Background: an optimization exercise with open tools, aiming at small area, a short achievable clock period and few clock cycles per item. Do not read the settings as production practice.
In this exercise RTL edits were held to simulation tests only and were not proved equivalent to the original.
Power figures rest on the tool's default switching activity, not on a simulated workload.

[config.mk]
export PLATFORM = sky130hd
export DESIGN_NAME = bms_can_frame_decoder_top
export DESIGN_NICKNAME = bms_can_frame_decoder_top
export VERILOG_FILES = /design/flow/design.v
export SDC_FILE = /design/flow/constraint.sdc
export NUM_CORES = 4
export LEC_CHECK = 0
export CAP_MARGIN = 20
export CORE_MARGIN = 2
export CORE_UTILIZATION = 40
export SLEW_MARGIN = 20
[constraint.sdc]
create_clock -name core_clock -period 7.0 [get_ports {clk_i}]
set_input_delay 1.4000 -clock core_clock [delete_from_list [all_inputs] [get_ports {clk_i}]]
set_output_delay 1.4000 -clock core_clock [all_outputs]
set_load 0.01 [all_outputs]
[design.v]
`default_nettype none
package bcfd_pkg;
  localparam int unsigned CELL_SLOTS = 192;
  localparam int unsigned CELL_AW    = (CELL_SLOTS > 1) ? $clog2(CELL_SLOTS) : 1;
  localparam logic [28:0] ID_MAIN   = 29'h0C50FF50;
  localparam logic [28:0] ID_VOLT   = 29'h0C50FF51;
  localparam logic [28:0] ID_TEMP   = 29'h0C50FF52;
  localparam logic [28:0] ID_SWITCH = 29'h0C50FF33;
  localparam logic [28:0] ID_ALARM  = 29'h0C50FF34;
  localparam logic [28:0] ID_FAULT  = 29'h0C50FF35;
  localparam logic [28:0] ID_CELLV  = 29'h0C50FF55;
  localparam logic [28:0] ID_BAL    = 29'h0C50FF3C;
  localparam logic [7:0]  MUX_LOW   = 8'h43;
  localparam logic [7:0]  MUX_HIGH  = 8'h83;
  localparam logic [15:0] MAIN_BIT  = 16'h0002;
  localparam logic [3:0]  LEN_FULL  = 4'd8;
  localparam logic [3:0]  LEN_WORDS = 4'd4;
  localparam logic [13:0] PCT_MAX   = 14'd10000;
  localparam logic [1:0]  MODE_STANDBY = 2'd0;
  localparam logic [1:0]  MODE_ACTIVE  = 2'd1;
  localparam logic [1:0]  MODE_FAULT   = 2'd2;
  typedef logic [7:0][7:0] byte_vec_t;
  typedef struct packed {
    logic        volt_we;
    logic        bal_we;
    logic [7:0]  idx;
    logic [15:0] volt;
    logic        bal;
  } cell_wr_t;
  typedef struct packed {
    logic       en;
    logic [7:0] idx;
  } cell_rd_t;
  typedef struct packed {
    logic [15:0] pack_voltage;
    logic [13:0] soc;
    logic [13:0] soh;
    logic [15:0] min_cell;
    logic [15:0] max_cell;
    logic [19:0] min_temp;
    logic [19:0] max_temp;
    logic [1:0]  bms_state;
    logic [2:0]  flags;
  } status_t;
  function automatic logic [15:0] word_at(input logic [63:0] b, input logic [2:0] pos);
    logic [2:0] hi;
    hi = pos + 3'd1;
    word_at = {b[{hi, 3'b000} +: 8], b[{pos, 3'b000} +: 8]};
  endfunction
endpackage
`default_nettype wire
`default_nettype none
module bms_can_frame_decoder_top (
  input  wire         clk_i,
  input  wire         rst_ni,
  input  wire         in_valid_i,
  output logic        in_stall_o,
  input  wire         cmd_i,
  input  wire  [28:0] frame_id_i,
  input  wire  [3:0]  frame_len_i,
  input  wire  [7:0]  byte0_i,
  input  wire  [7:0]  byte1_i,
  input  wire  [7:0]  byte2_i,
  input  wire  [7:0]  byte3_i,
  input  wire  [7:0]  byte4_i,
  input  wire  [7:0]  byte5_i,
  input  wire  [7:0]  byte6_i,
  input  wire  [7:0]  byte7_i,
  input  wire  [7:0]  query_cell_i,
  output logic        out_valid_o,
  input  wire         out_stall_i,
  output logic [15:0] pack_voltage_dv_o,
  output logic [13:0] soc_pptt_o,
  output logic [13:0] health_pptt_o,
  output logic [15:0] min_cell_mv_o,
  output logic [15:0] max_cell_mv_o,
  output logic [19:0] min_temp_dc_o,
  output logic [19:0] max_temp_dc_o,
  output logic [7:0]  cell_count_o,
  output logic [1:0]  bms_state_o,
  output logic [3:0]  status_flags_o,
  output logic [15:0] cell_voltage_mv_o,
  output logic        cell_balancing_o
);
  localparam int unsigned NC = bcfd_pkg::CELL_SLOTS;    
  typedef struct packed {
    logic        cmd;
    logic        idhi;      
    logic [7:0]  idlo;      
    logic [3:0]  len;
    logic        m43;       
    logic        m83;       
    logic [7:0]  b1;        
    logic [47:0] w;         
  } ibeat_t;
  typedef struct packed {
    logic        rd;        
    logic [15:0] hi;        
    logic [15:0] lo;        
    logic [2:0]  nz;        
    logic        bal;       
    logic [2:0]  rot3;      
    logic [5:0]  rot6;      
    logic [5:0]  bbit;      
    logic [47:0] w;         
    logic        ld_pack;
    logic        ld_socsoh;
    logic        ld_lcell;
    logic        ld_hcell;
    logic        ld_ltemp;
    logic        ld_htemp;
    logic        ld_sw;
    logic        alive;
    logic        alarm;
    logic        fault;
    logic [3:0]  ld_slot;   
    logic [3:0][2:0] sel_slot;   
    logic        cand_v;    
    logic [7:0]  cand;      
  } dbeat_t;
  logic        in_stall_q;
  logic [2:0]  cnt_q;
  logic        vI, vK, vD;
  logic        out_valid_q;
  logic        clr_q;
  ibeat_t      bI, bK, src, in_beat;
  dbeat_t      bD, dec;
  logic        accept, take, rdyF, rdyD, fire, k_en;
  logic [2:0]  cnt_n;
  assign accept = in_valid_i && !in_stall_q;
  assign take   = out_valid_q && !out_stall_i;
  assign rdyF   = !out_valid_q || !out_stall_i;
  assign fire   = vD && rdyF;
  assign rdyD   = !vD || rdyF;
  assign k_en   = (rdyD == vK);
  assign cnt_n  = cnt_q + {2'd0, accept} - {2'd0, take};
  assign in_stall_o  = in_stall_q;
  assign out_valid_o = out_valid_q;
  always_comb begin
    in_beat.cmd  = cmd_i;
    in_beat.idhi = frame_id_i[28:8] == bcfd_pkg::ID_MAIN[28:8];
    in_beat.idlo = frame_id_i[7:0];
    in_beat.len  = frame_len_i;
    in_beat.m43  = byte0_i == bcfd_pkg::MUX_LOW;
    in_beat.m83  = byte0_i == bcfd_pkg::MUX_HIGH;
    in_beat.b1   = cmd_i ? query_cell_i : byte1_i;
    in_beat.w    = {byte7_i, byte6_i, byte5_i, byte4_i, byte3_i, byte2_i};
  end
  always_ff @(posedge clk_i or negedge rst_ni) begin
    if (!rst_ni) begin
      in_stall_q  <= 1'b0;
      cnt_q       <= '0;
      vI          <= 1'b0;
      vK          <= 1'b0;
      vD          <= 1'b0;
      out_valid_q <= 1'b0;
      clr_q       <= 1'b1;
    end else begin
      clr_q      <= 1'b0;
      cnt_q      <= cnt_n;
      in_stall_q <= cnt_n >= 3'd4;
      if (!in_stall_q) begin
        vI <= accept;
      end else if (rdyD || !vK) begin
        vI <= 1'b0;
      end
      if (k_en) begin
        vK <= vI;
      end
      if (rdyD) begin
        vD <= vK || vI;
      end
      out_valid_q <= fire || (out_valid_q && out_stall_i);
    end
  end
  always_ff @(posedge clk_i) begin
    if (!in_stall_q) begin
      bI <= in_beat;
    end
    if (k_en) begin
      bK <= bI;
    end
    if (rdyD) begin
      bD <= dec;
    end
  end
  assign src = vK ? bK : bI;
  always_comb begin
    logic frame, full, ge4, ge6;
    logic id50, id51, id52, id33, id34, id35, id55, id3c;
    logic cellv;
    logic [2:0] wnz;
    logic [2:0] inrng;
    logic [7:0] b1p [3];
    logic [1:0] m3;
    logic [2:0] m6;
    frame = !src.cmd;
    full  = src.len[3];
    ge4   = src.len[3] || src.len[2];
    ge6   = src.len[3] || (src.len[2] && src.len[1]);
    id50  = src.idhi && src.idlo == bcfd_pkg::ID_MAIN[7:0];
    id51  = src.idhi && src.idlo == bcfd_pkg::ID_VOLT[7:0];
    id52  = src.idhi && src.idlo == bcfd_pkg::ID_TEMP[7:0];
    id33  = src.idhi && src.idlo == bcfd_pkg::ID_SWITCH[7:0];
    id34  = src.idhi && src.idlo == bcfd_pkg::ID_ALARM[7:0];
    id35  = src.idhi && src.idlo == bcfd_pkg::ID_FAULT[7:0];
    id55  = src.idhi && src.idlo == bcfd_pkg::ID_CELLV[7:0];
    id3c  = src.idhi && src.idlo == bcfd_pkg::ID_BAL[7:0];
    cellv = frame && full && id55;
    dec.rd = src.cmd;
    for (int k = 0; k < 16; k++) begin
      dec.hi[k] = src.b1[7:4] == 4'(k);
      dec.lo[k] = src.b1[3:0] == 4'(k);
    end
    for (int i = 0; i < 3; i++) begin
      wnz[i]   = src.w[16*i +: 16] != 16'd0;
      b1p[i]   = src.b1 + 8'(i);
      inrng[i] = b1p[i] < 8'(NC);
      dec.nz[i] = cellv && wnz[i];
    end
    dec.bal = frame && full && id3c;
    m3 = (src.b1 >= 8'd254) ? 2'(src.b1 - 8'd253) : 2'(src.b1 % 8'd3);
    m6 = (src.b1 >= 8'd250) ? 3'(src.b1 - 8'd250) : 3'(src.b1 % 8'd6);
    for (int k = 0; k < 3; k++) dec.rot3[k] = m3 == 2'(k);
    for (int k = 0; k < 6; k++) dec.rot6[k] = m6 == 3'(k);
    for (int i = 0; i < 6; i++) begin
      dec.bbit[i] = src.w[8*i +: 8] != 8'd0;
    end
    dec.w = src.w;
    dec.ld_pack   = frame && full && id50 && src.m43;
    dec.ld_socsoh = frame && full && id50 && src.m83;
    dec.ld_lcell  = frame && full && id51 && src.m43;
    dec.ld_hcell  = frame && full && id51 && src.m83;
    dec.ld_ltemp  = frame && full && id52 && src.m43;
    dec.ld_htemp  = frame && full && id52 && src.m83;
    dec.ld_sw     = frame && full && id33;
    dec.alive     = frame && full && id50;
    dec.alarm     = frame && ge4 && id34;
    dec.fault     = frame && ge4 && id35;
    for (int k = 0; k < 4; k++) begin
      dec.sel_slot[k][0] = src.b1 == 8'(k);
      dec.sel_slot[k][1] = src.b1 == 8'(k - 1);
      dec.sel_slot[k][2] = src.b1 == 8'(k - 2);
      dec.ld_slot[k] = dec.sel_slot[k][0] || (dec.sel_slot[k][1] && ge6)
                       || (dec.sel_slot[k][2] && full);
    end
    dec.cand_v = 1'b0;
    dec.cand   = 8'd0;
    for (int i = 0; i < 3; i++) begin
      if (cellv && wnz[i] && inrng[i]) begin
        dec.cand_v = 1'b1;
        dec.cand   = b1p[i] + 8'd1;
      end
    end
  end
  logic [255:0] dsel;
  logic [2:0][15:0] bank_w;
  logic [5:0]       bank_b;
  logic [15:0] volt_q [NC];
  logic        bal_q  [NC];
  logic [NC-1:0] volt_we, bal_we;
  always_comb begin
    for (int k = 0; k < 256; k++) begin
      dsel[k] = bD.hi[k / 16] && bD.lo[k % 16];
    end
    for (int k = 0; k < 3; k++) begin
      bank_w[k] = 16'd0;
      for (int i = 0; i < 3; i++) begin
        if (bD.rot3[(k + 3 - i) % 3]) bank_w[k] = bD.w[16*i +: 16];
      end
      if (clr_q) bank_w[k] = 16'd0;
    end
    for (int k = 0; k < 6; k++) begin
      bank_b[k] = 1'b0;
      for (int i = 0; i < 6; i++) begin
        if (bD.rot6[(k + 6 - i) % 6]) bank_b[k] = bD.bbit[i];
      end
      if (clr_q) bank_b[k] = 1'b0;
    end
    for (int j = 0; j < NC; j++) begin
      volt_we[j] = clr_q || (vD && ((dsel[j] && bD.nz[0])
                                 || (dsel[(j + 255) % 256] && bD.nz[1])
                                 || (dsel[(j + 254) % 256] && bD.nz[2])));
      bal_we[j]  = clr_q || (vD && bD.bal && (dsel[j] || dsel[(j + 255) % 256]
                                 || dsel[(j + 254) % 256] || dsel[(j + 253) % 256]
                                 || dsel[(j + 252) % 256] || dsel[(j + 251) % 256]));
    end
  end
  for (genvar j = 0; j < NC; j++) begin : g_cell
    always_ff @(posedge clk_i) begin
      if (volt_we[j]) volt_q[j] <= bank_w[j % 3];
      if (bal_we[j])  bal_q[j]  <= bank_b[j % 6];
    end
  end
  logic [15:0] rd_volt;
  logic        rd_bal;
  logic [11:0][15:0] gv;
  logic [11:0]       gb;
  always_comb begin
    for (int g = 0; g < 12; g++) begin
      gv[g] = 16'd0;
      gb[g] = 1'b0;
      for (int l = 0; l < 16; l++) begin
        gv[g] = gv[g] | ({16{bD.lo[l]}} & volt_q[16*g + l]);
        gb[g] = gb[g] | (bD.lo[l] & bal_q[16*g + l]);
      end
    end
    rd_volt = 16'd0;
    rd_bal  = 1'b0;
    for (int g = 0; g < 12; g++) begin
      rd_volt = rd_volt | ({16{bD.rd && bD.hi[g]}} & gv[g]);
      rd_bal  = rd_bal | (bD.rd && bD.hi[g] && gb[g]);
    end
  end
  logic [3:0][15:0] alarm_q, fault_q;
  logic             contactor_q;
  logic [15:0] dw2, dw4;
  logic [19:0] soc_x10, soh_x10, tmp_ext, tmp_x10;
  logic [13:0] soc_new, soh_new;
  assign soc_x10 = {4'd0, dw2} * 20'd10;
  assign soh_x10 = {4'd0, dw4} * 20'd10;
  assign soc_new = (dw2 > 16'd1000) ? bcfd_pkg::PCT_MAX : soc_x10[13:0];
  assign soh_new = (dw4 > 16'd1000) ? bcfd_pkg::PCT_MAX : soh_x10[13:0];
  assign tmp_ext = {{4{dw4[15]}}, dw4};
  assign tmp_x10 = (tmp_ext << 3) + (tmp_ext << 1);
  logic [3:0][15:0] slot_word;
  logic [3:0][15:0] alarm_n, fault_n;
  logic             contactor_n, any_alarm_n, any_fault_n;
  logic [7:0]       hcc_n;
  always_comb begin
    dw2 = bD.w[15:0];
    dw4 = bD.w[31:16];
    for (int k = 0; k < 4; k++) begin
      slot_word[k] = ({16{bD.sel_slot[k][0]}} & bD.w[15:0])
                   | ({16{bD.sel_slot[k][1]}} & bD.w[31:16])
                   | ({16{bD.sel_slot[k][2]}} & bD.w[47:32]);
      alarm_n[k] = (bD.alarm && bD.ld_slot[k]) ? slot_word[k] : alarm_q[k];
      fault_n[k] = (bD.fault && bD.ld_slot[k]) ? slot_word[k] : fault_q[k];
    end
    contactor_n = bD.ld_sw ? dw2[1] : contactor_q;
    any_alarm_n = |alarm_n;
    any_fault_n = |fault_n;
    hcc_n = (bD.cand_v && bD.cand > cell_count_o) ? bD.cand : cell_count_o;
  end
  always_ff @(posedge clk_i or negedge rst_ni) begin
    if (!rst_ni) begin
      alarm_q           <= '0;
      fault_q           <= '0;
      contactor_q       <= 1'b0;
      pack_voltage_dv_o <= '0;
      soc_pptt_o        <= '0;
      health_pptt_o     <= '0;
      min_cell_mv_o     <= '0;
      max_cell_mv_o     <= '0;
      min_temp_dc_o     <= '0;
      max_temp_dc_o     <= '0;
      cell_count_o      <= '0;
      bms_state_o       <= '0;
      status_flags_o    <= '0;
      cell_voltage_mv_o <= '0;
      cell_balancing_o  <= 1'b0;
    end else if (fire) begin
      alarm_q     <= alarm_n;
      fault_q     <= fault_n;
      contactor_q <= contactor_n;
      if (bD.ld_pack)   pack_voltage_dv_o <= dw2;
      if (bD.ld_socsoh) soc_pptt_o        <= soc_new;
      if (bD.ld_socsoh) health_pptt_o     <= soh_new;
      if (bD.ld_lcell)  min_cell_mv_o     <= dw4;
      if (bD.ld_hcell)  max_cell_mv_o     <= dw4;
      if (bD.ld_ltemp)  min_temp_dc_o     <= tmp_x10;
      if (bD.ld_htemp)  max_temp_dc_o     <= tmp_x10;
      cell_count_o      <= hcc_n;
      bms_state_o       <= any_fault_n ? bcfd_pkg::MODE_FAULT
                         : (contactor_n ? bcfd_pkg::MODE_ACTIVE : bcfd_pkg::MODE_STANDBY);
      status_flags_o    <= {bD.alive, any_fault_n, any_alarm_n, contactor_n && !any_fault_n};
      cell_voltage_mv_o <= rd_volt;
      cell_balancing_o  <= rd_bal;
    end
  end
endmodule
`default_nettype wire
[run.sh]
#!/bin/bash
# synth_recipe.tcl (not shown) runs the flow's synth.tcl, then flattens the netlist and writes it again
# the make line also repeats each setting of config.mk as NAME=value (left out here)
make -C /OpenROAD-flow-scripts/flow DESIGN_CONFIG=/design/flow/config.mk WORK_HOME=/design/flow/orfs CLKGATE_MAP_FILE= SYNTH_SCRIPT=/design/flow/synth_recipe.tcl finish
==> metrics.md <==
| Metric | Value |
|---|---|
| Synth cell count leaders | `3,532 x edfxtp_1, 1,071 x a22oi_1, 545 x clkbuf_1` |
| Total of max-cap violations | `0` |
| Die H | `611 um` |
| Post-Syn Instances | `9,032` |
| Crit start category | `flop` |
| Syn_area_per_cell | `16.3 sq um` |
| Number of global-route vias before repair | `93,898` |
| Slew margin rel. | `10.7%` |
| R2R cell count | `14` |
| Hold WS | `449 ps` |
| Layout cells sized above 1 | `14.7%` |
| Vias | `96,421` |
| Layout area overhead | `16.2%` |
| Setup TNS | `0 ps` |
| Top-Level Pins | `259` |
| Worst skew pair latency | `1000 ps` |
| Minimum clock period | `5270 ps` |
| Setup Crit Path Kind | `flop to flop` |
| Post-cts resize count | `0` |
| Hpwl dp | `304,000 um` |
| Final setup fails | `0` |
| Area leader, netlist | `edfxtp_1` |
| Pleak | `60.0 nW` |
| Worst EP required | `7710 ps` |
| Layout Nets | `9,634` |
| Synth top area cells | `edfxtp_1 72%, a22oi_1 5.5%, dfrtp_1 4.7%, a22o_1 2.2%, a221oi_1 2.0%` |
| Worst path arrival time | `5980 ps` |
| FP Rows | `222` |
| Crit path capture type | `flop` |
| Final Cell Area | `171,000 sq um` |
| Switch Pwr | `33.7 mW` |
| Initial antenna violation count | `42` |
| Count leader, synth | `edfxtp_1` |
| CTS hold repair buffers | `0` |
| Max clock buf depth | `4` |
| Vias per cell | `6.61` |
| Clock root buffer | `clkbuf_16` |
| EDFF count, synth | `3,532` |
| Combinational Power Share | `33.6%` |
| Yosys reg bits | `3,810` |
| Router iterations before antenna repair | `11` |
| Yosys top cell area share | `72.0%` |
| Cell variety after synth | `90` |
| Total gr overflow | `0` |
| Wirelength per Cell | `37.0 um` |
| F_max | `190 MHz` |
| H-tree levels | `5` |
| Switching Fraction | `38.5%` |
| Clock Sinks | `3,810` |
| Final period utilization | `75.3%` |
| Final clock skew | `70.5 ps` |
| Initial DRC Count | `17,963` |
| Fin. Hold Viols | `0` |
| TritonCTS clock tree | `done` |
| Peak VDD IR | `378 uV` |
| Status | `no timing/DRC/antenna violations` |
| # Post-CTS Setup Buffers | `0` |
| WP buf/inv | `1` |
| Area of the mapped netlist | `147,000 sq um` |
| Critical Path Stages | `14` |
| Yosys warnings | `4` |
| CTS clk-pin slew, worst paths | `60 ps` |
| DRC violations left | `0` |
| Routed WL | `540,000 um` |
| Die width | `611 um` |
| Flop pwr share | `42.7%` |
| Gpl congestion | `0.921` |
| Slowest stage delay, CP | `990 ps` |
| Clock power frac | `23.6%` |
| Worst Path Max Fanout | `70` |
| Pin count of the biggest net entering global routing | `193` |
| Hold Crit Class | `input port to async pin` |
| Max-slew violations | `0` |
| Core area | `366,000 sq um` |
| Seq/Total Area, Yosys | `76.8%` |
| Total CTS buffers | `387` |
| DP Area | `158,000 sq um` |
| Initial core utilization | `40.2%` |
| Post-DRT Antenna Nets | `0` |
| CP max-delay cell | `dfrtp_4` |
| GRT Util Overall | `28.1%` |
| Pwr Density | `512 nW/um^2` |
| Async S/R FF share, synth | `7.30%` |
| Power Internal | `54.0 mW` |
| IO Port Bufs | `253` |
| CP delay by family, top | `compound AO/OA/AOI/OAI gates` |
| Total die area | `373,000 sq um` |
| Worst Tran Pin Value | `1340 ps` |
| Ys flop type | `edfxtp_1` |
| RSZ-0062 raised after global routing | `false` |
| Critical-path cell list | `mux2i_2 -> nand2_1 -> a2bb2oi_1 -> o221ai_2 -> o221ai_2 -> ha_1 -> a21o_1 -> a221oi_2 -> inv_2 -> ha_1 -> o21bai_1 -> a2111oi_4 -> nand2_1 -> a311o_1` |
| First-pass GRT wire length | `739,000 um` |
cell families (layout without fill, tap and decap cells):
kind of cell | Yosys count | in the layout | share of synthesized area (%)
buffers and inverters | 754 | 1486 | 1.97
other | 1 | 19 | 0.00255
AO/OA/AOI/OAI | 2873 | 2873 | 14.6
XOR/XNOR | 50 | 50 | 0.308
AND/OR/NAND/NOR | 1296 | 1296 | 4.36
multiplexers | 165 | 165 | 1.25
adder cells (fa/ha/maj) | 83 | 83 | 0.768
flip-flops | 3810 | 3810 | 76.8
layer usage:
metal / part of all wire [%] / GRT usage, % / routed length [um] / vias up
li1: - / - / - / 37855
met1: 36 / 37.0 / 194000 / 49404
met2: 44 / 43.0 / 239000 / 7819
met3: 14 / 7.93 / 76100 / 1323
met4: 5.5 / 13.4 / 29900 / 20
met5: 0.024 / 0.0258 / 131 / -
final timing paths:
| check | start | end | slack, ps |
|---|---|---|---|
| min in group core_clock | bI[44]$_DFFE_PN_ | bK[44]$_DFFE_PN_ | 450 |
| min reg2reg | bI[44]$_DFFE_PN_ | bK[44]$_DFFE_PN_ | 450 |
| max | vK$_DFFE_PN0N_ | bD[97]$_DFFE_PN_ | 1730 |
| max reg2reg | vK$_DFFE_PN0N_ | bD[97]$_DFFE_PN_ | 1730 |
| min | rst_ni | min_cell_mv_o[13]$_DFFE_PN0P_ | 450 |
| max in group asynchronous | rst_ni | cell_voltage_mv_o[14]$_DFFE_PN0P_ | 4730 |
flip-flops by register name, summed over array words and instances, names as in the netlist, 8 cells and up:
signal	cells
alarm_q	64
bD	126
bI	71
bK	71
bal_q	192
cell_count_o	8
cell_voltage_mv_o	16
fault_q	64
health_pptt_o	13
max_cell_mv_o	16
max_temp_dc_o	19
min_cell_mv_o	16
min_temp_dc_o	19
pack_voltage_dv_o	16
soc_pptt_o	13
volt_q	3072
layout make-up:
cell class                 count  area [sq um]
tap                         4816          6030
clock buffer                 488         10300
clock inverter               226          2300
multi-input combinational   4472         32500
fill                       30923        195000
inverter                      57           214
antenna                       14          35.0
sequential                  3810        113000
timing repair buffer         715          6670
cells in the final DEF (no fill, tap or decap), types with 123 or more instances in the layout:
cell / count
clkdlybuf4s50_1: 252
a221oi_1: 335
clkbuf_16: 392
edfxtp_1: 3532
nand3_1: 289
buf_4: 403
a22o_1: 369
nand2_1: 310
o21bai_1: 138
nor2_1: 165
dfrtp_1: 275
o21ai_0: 372
o21bai_2: 151
nand4_1: 204
a21oi_1: 123
mux2_2: 128
a22oi_1: 1071
stage by stage:
step	total power, mW	utilization [%]	setup slack [ps]	cells
6_report	87.7	46.7	1730	14598
5_1_grt	89.9	46.7	1440	14586
4_1_cts	86.5	46.7	1760	14572
3_5_place_dp	66.0	43.2	1790	13858
3_3_place_gp	65.3	43.2	1870	13851
2_1_floorplan	50.9	-	1360	9036
power groups by stage:
stage	clock [mW]	combinational [mW]	sequential, mW
2_1_floorplan	0	14.7	36.2
3_3_place_gp	0	27.8	37.5
3_5_place_dp	0	28.2	37.8
4_1_cts	20.8	28.3	37.4
5_1_grt	21.7	30.3	37.9
6_report	20.7	29.5	37.5
worst reg2reg max path, stage by stage (launching register included):
cell	delay, ps
dfrtp_4	990
mux2i_2	860
nand2_1	260
a2bb2oi_1	220
o221ai_2	330
o221ai_2	220
ha_1	280
a21o_1	220
a221oi_2	400
inv_2	80
ha_1	210
o21bai_1	190
a2111oi_4	320
nand2_1	110
a311o_1	340
Testbench counts, summed over its fixed seeds: cycles 12,024, items 12,000.

-- separate check: timing with driven ports --
The flow's constraints put no driver on any port. The routed layout listed below was extracted and timed again, unchanged, in two steps.
Step 1: set_driving_cell puts a clkbuf_16 on clk_i and a buf_2 on each other input, an assumption about the parent block.
Step 2, shift: input delay + t, output delay - t, t = (earliest + latest rising clock arrival at the registers) / 2. This alone moves slack from input paths to output paths.
a / b / c = ideal / step 1 / step 2; a / b = the first two.
shift t [ns]: 1.088
slack for setup (ns): 1.727 / 1.727 / 1.727
worst setup path at the end: register to register
After both steps setup and hold are still met in this run. The setup slack of this run moves by 0.000 ns with the drivers and by 0.000 ns with both steps.
